What follows belongs to an exercise in optimizing a design on an open flow for small area and a short achievable clock period; a production flow would make more cautious choices.
Function was checked by simulation only, so behaviour that the tests miss may differ from the original.
Power is estimated from default activity; no workload was simulated.

==> flow/design.v (outline; a module is shown in full before it is edited, if it fits) <==
// module booth_mul32: 4797 lines
module booth_mul32
(
  input  logic        i_clkp,
  input  logic        i_reset,
  input  logic [31:0] i_multa,
  input  logic [31:0] i_multb,
  output logic [63:0] o_product
);
  // ...
==> flow/run.sh <==
#!/bin/bash
# synth_recipe.tcl (not shown) runs the flow's synth.tcl, then flattens the netlist and writes it again
# the make line also repeats each setting of config.mk as NAME=value (left out here)
make -C /OpenROAD-flow-scripts/flow DESIGN_CONFIG=/design/flow/config.mk WORK_HOME=/design/flow/orfs CLKGATE_MAP_FILE= SYNTH_SCRIPT=/design/flow/synth_recipe.tcl finish
==> flow/config.mk <==
export PLATFORM = sky130hd
export DESIGN_NAME = booth_mul32
export DESIGN_NICKNAME = booth_mul32
export VERILOG_FILES = /design/flow/design.v
export SDC_FILE = /design/flow/constraint.sdc
export NUM_CORES = 4
export LEC_CHECK = 0
export ABC_AREA = 1
export CAP_MARGIN = 20
export CORE_MARGIN = 2
export CORE_UTILIZATION = 40
export SETUP_SLACK_MARGIN = 3.5
export SLEW_MARGIN = 20
==> flow/constraint.sdc <==
create_clock -name core_clock -period 6.5 [get_ports {i_clkp}]
set_input_delay 1.3000 -clock core_clock [delete_from_list [all_inputs] [get_ports {i_clkp}]]
set_output_delay 1.3000 -clock core_clock [all_outputs]
set_load 0.01 [all_outputs]
==> summary.txt, run 1 <==
- The run finished with no timing, DRC or antenna violations.
- The total setup buffers inserted after CTS is 128.
- In the layout the commonest cells are 507 x sky130_fd_sc_hd__inv_1, 469 x sky130_fd_sc_hd__xor2_1, 348 x sky130_fd_sc_hd__o22ai_1.
- 0 antenna diodes ended up in the layout.
- Counting instances, the worst hold path has a depth of 2.
- The dominant cell type by area after synthesis is sky130_fd_sc_hd__fa_1.
- The worst setup path endpoint is r2_c18_1$_DFF_P_.
- The clock skew after layout is 0.0206 ns.
- In this run, the combinational gates consume 79.5% of the power.
- In this run the horizontal extent of the chip is 282 um.
- The die covers 79700 sq um.
- The power density relative to cell area is 617 nW/um^2.
- Summed over all cells, the static leakage comes to 18.0 nW.
- After synthesis, the largest area contributor takes up 27.7% of total cell area.
- The longest clock path from root to sink contains 3 buffers.
- The count of flip-flops with a built-in enable after synthesis is 0.
- The total global-route track usage is 26.9%.
- The layer with the highest usage is met2.
- Walking the worst path, the cells encountered are inv_6, buf_12, buf_12, buf_12, o22ai_1, xor2_1, fa_2, inv_1, fa_1, inv_2, fa_1, inv_2, fa_2.
- Summing over every cut layer, the via total after detailed routing is 27.0k.
- Port buffering added 129 buffers.
- The root buffer cell chosen for the clock tree is sky130_fd_sc_hd__clkbuf_16.
- Counting both buffers and inverters, the worst setup path holds a total of 7.
- The synthesized netlist devotes 12.6% of its cell area to compound gates.
- The multi-input combinational area share is 58.4%.
- Across all hold checks on the routed design, the worst slack comes to 0.407 ns.
- The count of fill cells added during filler insertion is 6642.
- The worst hold path begins at r1_v$_DFF_P_.
- On the critical path, the stage with the largest delay is an instance of sky130_fd_sc_hd__fa_1.
- At the end of the flow the core is filled with cells to 52.9%.
- Post-CTS repair changed the size of 557 cells.
- Wire segments on met3 add up to 15.5 mm in the final route.
==> inputs of run 2 (changes only) <==
--- a/flow/config.mk
+++ b/flow/config.mk
@@ -11,3 +11,2 @@
 export CORE_UTILIZATION = 40
-export SETUP_SLACK_MARGIN = 3.5
 export SLEW_MARGIN = 20
==> run 2 against run 1 <==
Compared with the run above: clock power is 7% higher; area after synthesis stayed put; worst hold slack worse by 0.00092 ns; routed wire length is 15% lower; critical path type unchanged.
==> summary.txt, run 2 <==
- Result of the run: complete, no violations (unchanged).
- The highest net fanout along the worst path is 15 (was 4).
- The worst setup margin is 2.34 ns (was 3.08 ns).
- The clock latency on the worst-skew pair is 0.57 ns (was 0.58 ns).
- The signal arrival time at the worst endpoint is 4.60 ns (was 3.93 ns).
- The initial antenna violation count was 1 (was 0).
- The average wire per cell in the routed design is 21.8 um (was 24.5 um).
- The minimum clock period after layout is 4.16 ns (was 3.42 ns).
- The detailed-placement wirelength estimate is 69.3 mm (was 67.5 mm).
- The maximum clock insertion buffer count is 3 (unchanged).
- The number of max-slew violations in the final report was 0 (unchanged).
- The type of the worst min-delay path is reg -> reg (unchanged).
- The horizontal extent of the die came to 282 um (unchanged).
- The CTS tree is yes (unchanged).
- The post-route cell area came to 34000 sq um (was 40800 sq um).
- The worst slack at placement is 2.40 ns (was 2.26 ns).
- The post-synthesis cell area was 31000 sq um (unchanged).
- The number of buffers inserted during clock tree synthesis is 39 (unchanged).
- The share of the clock period used by the worst path came to 64.0% (was 52.6%).
- The maximum frequency from static timing analysis is 240 MHz (was 292 MHz).
- The remaining design rule violation count was 0 (unchanged).
- The required time at the worst-slack endpoint was 6.94 ns (was 7.02 ns).
- Unrepaired setup endpoints after global routing: no (was yes).
- Cell types with the largest area share after synthesis: sky130_fd_sc_hd__fa_1 28%, sky130_fd_sc_hd__dfxtp_1 20%, sky130_fd_sc_hd__xor2_1 15% (unchanged).
- The most repeated cell in the gate-level netlist after synthesis is sky130_fd_sc_hd__inv_1 (unchanged).
- The hold violation total from the final report is 0 (unchanged).
- The leading cell type in the layout, fill and taps excluded is sky130_fd_sc_hd__inv_1 (unchanged).
- The count of flip-flops with a built-in enable after synthesis is 0 (unchanged).
- The maximum resistive drop on vdd is 456 uV (was 1170 uV).
- The count of nets after finishing is 4015 (was 4234).
- The post-synth net total came to 4086 (unchanged).
- The cell area reported after detailed placement came to 32700 sq um (about the same).
- The largest net degree at the start of global routing is 44 (was 38).
- The wire length reported by the detailed router is 97.6 mm (was 115 mm).
- The number of port buffers came to 129 (unchanged).
- The overall power consumption is 19.3 mW (was 25.2 mW).
- The critical register-to-register path endpoint is r2_c26_1$_DFF_P_ (was r2_c18_1$_DFF_P_).
- The number of hold-repair buffers added at the cts stage is 0 (unchanged).
- The clock root buffer master is sky130_fd_sc_hd__clkbuf_16 (unchanged).
- The worst setup path startpoint is r1_neg5$_DFF_P_ (was r1_a15$_DFF_P_).
- The share of cells above drive strength 1 is 6.55% (was 30.8%).
- The total number of H-tree levels is 2 (unchanged).
- The count of distinct cell types in the synthesized netlist is 40 (unchanged).
- The total setup buffers inserted after CTS is 0 (was 128).
- The mean area per synthesized cell is 8.91 sq um (unchanged).
- The commonest register cell after synthesis is sky130_fd_sc_hd__dfxtp_1 (unchanged).
- Commonest cells after routing, fill and taps aside: 646 x sky130_fd_sc_hd__inv_1, 528 x sky130_fd_sc_hd__xor2_1, 496 x sky130_fd_sc_hd__o22ai_1 (was 507 x sky130_fd_sc_hd__inv_1, 469 x sky130_fd_sc_hd__xor2_1, 348 x sky130_fd_sc_hd__o22ai_1).
- The number of global-route vias before repair came to 25.3k (was 26.4k).
- The Yosys warning count is 1 (unchanged).
- The mean number of vias per cell is 5.45 (was 5.75).
- The die area was 79700 sq um (unchanged).
- The share of the synthesized area in the top cell type is 27.7% (unchanged).
- The clock skew after layout is 0.0261 ns (was 0.0206 ns).
- The count of vias placed by the detailed router is 24.4k (was 27.0k).
- The share of synthesized flip-flops with an asynchronous set or reset is 0% (unchanged).
- The final worst hold slack is 0.406 ns (was 0.407 ns).
- The post-route antenna net violation count is 0 (unchanged).
- The initial DRC count is 2625 (was 3480).
- The origin of the critical flop-to-flop path is r1_neg5$_DFF_P_ (was r1_a15$_DFF_P_).
- The depth of the most critical reg-to-reg path is 10 (was 13).
- The worst setup path endpoint was r2_c26_1$_DFF_P_ (was r2_c18_1$_DFF_P_).
- The register-to-register setup slack is 2.34 ns (was 3.08 ns).
- The placer congestion estimate is 0.933 (was 0.908).
- The total of flip-flops plus latches after synthesis was 311 (unchanged).
- The leakage power summed over all cells is 16.1 nW (was 18.0 nW).
- The relative area change from synthesis to final layout came to 9.78% (was 31.6%).
- The worst hold path cell count is 2 (unchanged).
- The sequential area share after synthesis is 20.1% (unchanged).
- The residual overflow from global routing is 0 (unchanged).
- The total global-route track usage is 24.9% (was 26.9%).
- The dominant cell type by area after synthesis is sky130_fd_sc_hd__fa_1 (unchanged).
- The y dimension of the die is 282 um (unchanged).
- The max-cap check violation count is 0 (unchanged).
- The worst slew margin relative to its limit came to 17.3% (was 45.7%).
- The post-CTS resize count is 0 (was 557).
- The number of sinks handled by clock tree synthesis is 311 (unchanged).
- The gate count after technology mapping is 3478 (unchanged).
- The row count is 102 (unchanged).
- The number of search-and-repair iterations in the first detailed-routing pass came to 6 (was 8).
- The summed negative setup slack over all endpoints is 0 ns (unchanged).
- The number of placed I/O pins came to 130 (unchanged).
- Ranking of synthesized cells by instance count: 649 x sky130_fd_sc_hd__inv_1, 528 x sky130_fd_sc_hd__xor2_1, 496 x sky130_fd_sc_hd__o22ai_1, 429 x sky130_fd_sc_hd__fa_1, 311 x sky130_fd_sc_hd__dfxtp_1 (unchanged).
- The first-pass GRT wire length is 151 mm (was 162 mm).
- The total of endpoints with negative setup slack in the final report was 0 (unchanged).
- The clock transition at the registers of the reported paths came to 0.06 ns (about the same).
- The power density relative to cell area came to 566 nW/um^2 (was 617 nW/um^2).
- The core footprint is 77100 sq um (unchanged).
- The slew at the pin with the worst max-slew slack is 1.24 ns (was 0.812 ns).
- The startpoint of the lowest-slack hold path is r1_v$_DFF_P_ (unchanged).
- The critical path startpoint category is a register (unchanged).
- The starting density of the core is 40.2% (unchanged).
- The type of element capturing the critical path is a register (unchanged).
- The kind of critical path is reg -> reg (unchanged).
[run 2: through the flow]
stage,utilization [%],instances
floorplan,-,3478
global placement,42.3,4405
detailed placement,42.4,4406
CTS,44.1,4476
global route,44.1,4477
finish,44.1,4477
[run 2: cell type report]
cell class	count	area (sq um)
fill	7562	43100
multi-input combinational	2181	20700
sequential	311	6230
inverter	669	2510
timing repair buffer	205	1870
tap	1040	1300
clock buffer	47	1080
clock inverter	23	294
antenna	1	2.50
[run 2: logic make-up (layout without fill, tap and decap cells)]
family,after synthesis,in the layout,share of synthesized area (%)
AO/OA/AOI/OAI,646,646,12.6
multiplexers,16,16,0.581
buffers and inverters,986,944,13.0
other,0,1,0
XOR/XNOR,528,528,14.9
AND/OR/NAND/NOR,449,449,6.52
flip-flops,311,311,20.1
adder cells (fa/ha/maj),542,542,32.3
[run 2: worst max-delay path, cell delays in order, from the launching register on]
cell and delay [ns]:
sky130_fd_sc_hd__dfxtp_1 0.82, sky130_fd_sc_hd__clkinv_1 0.61, sky130_fd_sc_hd__buf_4 0.41, sky130_fd_sc_hd__xor2_1 0.21, sky130_fd_sc_hd__fa_1 0.49, sky130_fd_sc_hd__inv_1 0.05
sky130_fd_sc_hd__fa_1 0.53, sky130_fd_sc_hd__inv_1 0.05, sky130_fd_sc_hd__fa_1 0.35, sky130_fd_sc_hd__inv_1 0.08, sky130_fd_sc_hd__fa_1 0.41
[run 2: power breakdown]
group	switching, mW	leakage [nW]	internal [mW]
Combinational	8.85	12.8	5.15
Sequential	0.276	2.60	2.70
Clock	0.904	0.672	1.40
[run 2: layer usage]
metal | vias to the layer above | routed length (um) | global-route usage [%]
li1 | 10800 | - | -
met1 | 11800 | 38300 | 32.2
met2 | 1442 | 43500 | 38.9
met3 | 369 | 10400 | 6.02
met4 | 0 | 5390 | 12.6
met5 | - | 0 | 0
[run 2: worst min path at each step]
stage | to | slack [ns]
floorplan | r2_c0_0$_DFF_P_ | 0.33
global placement | r2_v$_DFF_P_ | 0.39
detailed placement | r2_v$_DFF_P_ | 0.40
CTS | r2_v$_DFF_P_ | 0.41
global route | r2_v$_DFF_P_ | 0.42
finish | r2_v$_DFF_P_ | 0.41
==> inputs of run 3 (changes only) <==
--- a/flow/config.mk
+++ b/flow/config.mk
@@ -7,3 +7,2 @@
 export LEC_CHECK = 0
-export ABC_AREA = 1
 export CAP_MARGIN = 20
==> run 3 against run 2 <==
Compared with the run above: power fell by 2.6%; critical path depth rose by 4; sequential cell count is the same; worst setup slack worse by 0.12 ns; cell count is 10% lower; critical endpoint is now r3_p42$_DFF_P_; largest cell class unchanged.
==> summary.txt, run 3 <==
- Result of the run: complete, no violations (unchanged).
- The post-CTS resize count is 0 (unchanged).
- The highest net fanout along the worst path is 7 (was 15).
- The Yosys warning count is 1 (unchanged).
- The number of max-slew violations in the final report is 0 (unchanged).
- The count of vias placed by the detailed router is 22.7k (was 24.4k).
- The maximum resistive drop on vdd was 390 uV (was 456 uV).
- The starting density of the core came to 40.3% (was 40.2%).
- The power density relative to cell area is 565 nW/um^2 (was 566 nW/um^2).
- The count of distinct cell types in the synthesized netlist is 58 (was 40).
- The terminating pin of the worst hold path is r2_v$_DFF_P_ (unchanged).
- The number of port buffers is 129 (unchanged).
- The total of flip-flops plus latches after synthesis is 311 (unchanged).
- The mean area per synthesized cell is 9.73 sq um (was 8.91 sq um).
- The combinational family with the most area after synthesis is adder cells (unchanged).
- The first-pass GRT wire length is 150 mm (was 151 mm).
- The kind of critical path is reg -> reg (unchanged).
- The portion of total power attributed to combinational logic is 70.4% (was 72.6%).
- The core footprint came to 75800 sq um (was 77100 sq um).
- The minimum clock period after layout came to 4.28 ns (was 4.16 ns).
- The fraction of power spent switching nets came to 49.2% (was 52.0%).
- The adder and majority gate portion of the synthesized area came to 32.7% (was 32.3%).
- Commonest cells after routing, fill and taps aside: 497 x sky130_fd_sc_hd__a22oi_1, 476 x sky130_fd_sc_hd__inv_1, 429 x sky130_fd_sc_hd__fa_1 (was 646 x sky130_fd_sc_hd__inv_1, 528 x sky130_fd_sc_hd__xor2_1, 496 x sky130_fd_sc_hd__o22ai_1).
- The horizontal extent of the die is 280 um (was 282 um).
- The post-synthesis cell area came to 30600 sq um (was 31000 sq um).
- The sequential cell area came to 6310 sq um (was 6230 sq um).
- The clock skew after layout is 0.0328 ns (was 0.0261 ns).
- The number of buffers inserted during clock tree synthesis was 38 (was 39).
- The cell count after placement was 3940 (was 4406).
- The row count is 101 (was 102).
- The mean number of vias per cell is 5.67 (was 5.45).
- The signal arrival time at the worst endpoint came to 4.80 ns (was 4.60 ns).
- The clock latency on the worst-skew pair came to 0.58 ns (was 0.57 ns).
- The count of nets after finishing is 3610 (was 4015).
- The clock power share is 11.7% (was 11.9%).
- The placer congestion estimate was 0.865 (was 0.933).
- The share of cells above drive strength 1 is 6.04% (was 6.55%).
- The critical register-to-register path endpoint is r3_p42$_DFF_P_ (was r2_c26_1$_DFF_P_).
- The number of search-and-repair iterations in the first detailed-routing pass is 6 (unchanged).
- The share of the clock period used by the worst path is 65.9% (was 64.0%).
- The share of synthesized flip-flops with an asynchronous set or reset was 0% (unchanged).
- The share of the synthesized area in the top cell type came to 28.1% (was 27.7%).
- The worst hold path cell count is 1 (was 2).
- The multi-input gate area in the final layout is 21000 sq um (was 20700 sq um).
- The simple-gate portion of the synthesized area is 3.96% (was 6.52%).
- The synthesized-area fraction occupied by xor and xnor cells came to 16.0% (was 14.9%).
- The count of flip-flops with a built-in enable after synthesis is 0 (unchanged).
- The commonest register cell after synthesis was sky130_fd_sc_hd__dfxtp_1 (unchanged).
- The y dimension of the die came to 280 um (was 282 um).
- The CTS tree was yes (unchanged).
- The hold violation total from the final report is 0 (unchanged).
- The leading cell type in the layout, fill and taps excluded is sky130_fd_sc_hd__a22oi_1 (was sky130_fd_sc_hd__inv_1).
- The initial DRC count is 2392 (was 2625).
- The startpoint of the lowest-slack hold path was r1_v$_DFF_P_ (unchanged).
- The switching power summed over all nets came to 9.24 mW (was 10.0 mW).
- The proportion of power drawn by flip-flops and latches was 17.9% (was 15.4%).
- The register-to-register setup slack is 2.22 ns (was 2.34 ns).
- The worst slew margin relative to its limit came to 24.7% (was 17.3%).
- The wire length reported by the detailed router is 97.9 mm (was 97.6 mm).
- The required time at the worst-slack endpoint is 7.02 ns (was 6.94 ns).
- The maximum clock insertion buffer count was 3 (unchanged).
- The number of global-route vias before repair is 23.9k (was 25.3k).
- The dominant cell type by area after synthesis is sky130_fd_sc_hd__fa_1 (unchanged).
- The total global-route track usage is 25.1% (was 24.9%).
- The number of hold-repair buffers added at the cts stage is 0 (unchanged).
- The critical path startpoint category is a register (unchanged).
- The remaining design rule violation count is 0 (unchanged).
- Ranking of synthesized cells by instance count: 497 x sky130_fd_sc_hd__a22oi_1, 476 x sky130_fd_sc_hd__inv_1, 429 x sky130_fd_sc_hd__fa_1, 332 x sky130_fd_sc_hd__xor2_1, 311 x sky130_fd_sc_hd__dfxtp_1 (was 649 x sky130_fd_sc_hd__inv_1, 528 x sky130_fd_sc_hd__xor2_1, 496 x sky130_fd_sc_hd__o22ai_1, 429 x sky130_fd_sc_hd__fa_1, 311 x sky130_fd_sc_hd__dfxtp_1).
- The final antenna diode count is 0 (was 1).
- The share of cell area taken by muxes after synthesis is 0.0696% (was 0.581%).
- The average wire per cell in the routed design came to 24.4 um (was 21.8 um).
- The clock transition at the registers of the reported paths was 0.07 ns (was 0.06 ns).
- The origin of the critical flop-to-flop path is r2_c28_1$_DFF_P_ (was r1_neg5$_DFF_P_).
- The total of endpoints with negative setup slack in the final report is 0 (unchanged).
- The internal power is 9.52 mW (was 9.24 mW).
- The total number of H-tree levels is 2 (unchanged).
- The slew at the pin with the worst max-slew slack is 1.13 ns (was 1.24 ns).
- The total setup buffers inserted after CTS is 0 (unchanged).
- The relative area change from synthesis to final layout is 8.60% (was 9.78%).
- The count of fill cells added during filler insertion is 7226 (was 7562).
- The clock root buffer master is sky130_fd_sc_hd__clkbuf_16 (unchanged).
- The number of sinks handled by clock tree synthesis is 311 (unchanged).
- The most repeated cell in the gate-level netlist after synthesis is sky130_fd_sc_hd__a22oi_1 (was sky130_fd_sc_hd__inv_1).
- The type of the worst min-delay path is reg -> reg (unchanged).
- The summed negative setup slack over all endpoints is 0 ns (unchanged).
- The share of the synthesized area in compound gates (AO/OA/AOI/OAI) is 16.0% (was 12.6%).
- The detailed-placement wirelength estimate is 62.8 mm (was 69.3 mm).
- The leakage power summed over all cells is 14.0 nW (was 16.1 nW).
- The die area came to 78600 sq um (was 79700 sq um).
- The sequential area share after synthesis is 20.4% (was 20.1%).
- The number of placed I/O pins is 130 (unchanged).
- The max-cap check violation count came to 0 (unchanged).
- Cell types with the largest area share after synthesis: sky130_fd_sc_hd__fa_1 28%, sky130_fd_sc_hd__dfxtp_1 20%, sky130_fd_sc_hd__a22oi_1 12% (was sky130_fd_sc_hd__fa_1 28%, sky130_fd_sc_hd__dfxtp_1 20%, sky130_fd_sc_hd__xor2_1 15%).
- The post-route antenna net violation count came to 0 (unchanged).
- The largest net degree at the start of global routing is 40 (was 44).
- The depth of the most critical reg-to-reg path is 14 (was 10).
- The gate count after technology mapping came to 3139 (was 3478).
- The initial antenna violation count is 0 (was 1).
- The post-synth net total came to 3747 (was 4086).
- The maximum frequency from static timing analysis is 234 MHz (was 240 MHz).
- The type of element capturing the critical path was a register (unchanged).
- Unrepaired setup endpoints after global routing: no (unchanged).
- The residual overflow from global routing was 0 (unchanged).
- The final standard cell count with taps included and fillers excluded came to 4007 (was 4477).
[run 3: cell families (layout without fill, tap and decap cells)]
kind of cell | count (synthesis) | count (layout)
mux | 2 | 2
simple gates | 228 | 228
fa+ha+maj | 542 | 542
flops | 311 | 311
buf+inv | 820 | 710
xor+xnor | 557 | 557
compound gates | 679 | 679
[run 3: layer usage]
metal	wire length [um]	vias up	global-route usage (%)
met4	2680	0	8.02
met5	0	-	0
met2	40700	1497	36.0
li1	-	9876	-
met3	13100	216	9.10
met1	41500	11100	35.0
[run 3: metrics by stage]
| step | area, sq um | setup WS, ns | total power [mW] | hold slack (ns) | utilization (%) |
|---|---|---|---|---|---|
| finish | 33200 | 2.22 | 18.8 | 0.436 | 43.8 |
| global route | 33200 | 1.93 | 20.8 | 0.476 | 43.8 |
| CTS | 33200 | 2.19 | 18.7 | 0.442 | 43.8 |
| detailed placement | 31900 | 2.17 | 16.4 | 0.440 | 42.1 |
| global placement | 31900 | 2.25 | 16.2 | 0.414 | 42.1 |
| floorplan | 30600 | 2.70 | 12.5 | 0.329 | - |
[run 3: power by group through the flow]
stage | Clock [mW] | Combinational, mW | Sequential [mW]
2_1_floorplan | 0 | 9.51 | 2.95
5_1_grt | 2.33 | 15.1 | 3.41
3_5_place_dp | 0 | 13.0 | 3.38
4_1_cts | 2.26 | 13.1 | 3.34
6_report | 2.20 | 13.2 | 3.36
3_3_place_gp | 0 | 12.9 | 3.37
[run 3: area by class of cell]
cell class | count | area share, %
clock inverters | 18 | 0.664
well taps | 978 | 3.69
flip-flops and latches | 311 | 19.0
inverters | 478 | 5.41
repair buffers | 165 | 4.71
clock buffers | 49 | 3.18
multi-input cells | 2008 | 63.3
[run 3: critical path, stage by stage (launching register included)]
cell                       delay [ns]
sky130_fd_sc_hd__dfxtp_1         0.31
sky130_fd_sc_hd__ha_1            0.17
sky130_fd_sc_hd__inv_1           0.06
sky130_fd_sc_hd__fa_1            0.43
sky130_fd_sc_hd__fa_1            0.54
sky130_fd_sc_hd__inv_1           0.04
sky130_fd_sc_hd__ha_1            0.34
sky130_fd_sc_hd__a21oi_2         0.24
sky130_fd_sc_hd__o211ai_1        0.11
sky130_fd_sc_hd__and3_1          0.23
sky130_fd_sc_hd__o41ai_4         0.63
sky130_fd_sc_hd__a21oi_2         0.21
sky130_fd_sc_hd__o211a_1         0.31
sky130_fd_sc_hd__or4_1           0.51
sky130_fd_sc_hd__nand3_1         0.09
[run 3: how the worst max path moves through the flow]
| stage | start | to | cells after the start |
|---|---|---|---|
| 6_report | r2_c28_1$_DFF_P_ | r3_p42$_DFF_P_ | 14 |
| 5_1_grt | r2_c28_1$_DFF_P_ | r3_p42$_DFF_P_ | 14 |
| 4_1_cts | r2_c28_1$_DFF_P_ | r3_p42$_DFF_P_ | 14 |
| 3_5_place_dp | r2_c28_0$_DFF_P_ | r3_p42$_DFF_P_ | 14 |
| 3_3_place_gp | r2_c28_0$_DFF_P_ | r3_p42$_DFF_P_ | 14 |
| 2_1_floorplan | r2_c28_0$_DFF_P_ | r3_p42$_DFF_P_ | 14 |

## what the ideal ports hide
How much do the figures lean on ideal ports? The routed layouts below were timed once more, with nothing changed but the port constraints.
Step 1 sets driving cells, clkbuf_16 on the clock port and buf_2 on the other inputs (assumed; they add their load-dependent delay and slew).
Step 2 also shifts input and output timing later by t, the mid clock arrival at the registers, as if the neighbouring blocks saw the same clock.
a / b / c = no drivers / after step 1 / after step 2; a / b = the first two.
run	t (ns)	slack for setup (ns)	worst data-port slew with drivers (ns)	cell pins on the clock port's net
run 1	0.631	3.081 / 3.081 / 3.081	0.06	1
run 2	0.627	2.339 / 2.339 / 2.339	0.12	1
run 3	0.631	2.219 / 2.219 / 2.219	0.05	1
After both steps setup and hold are still met in every run listed.
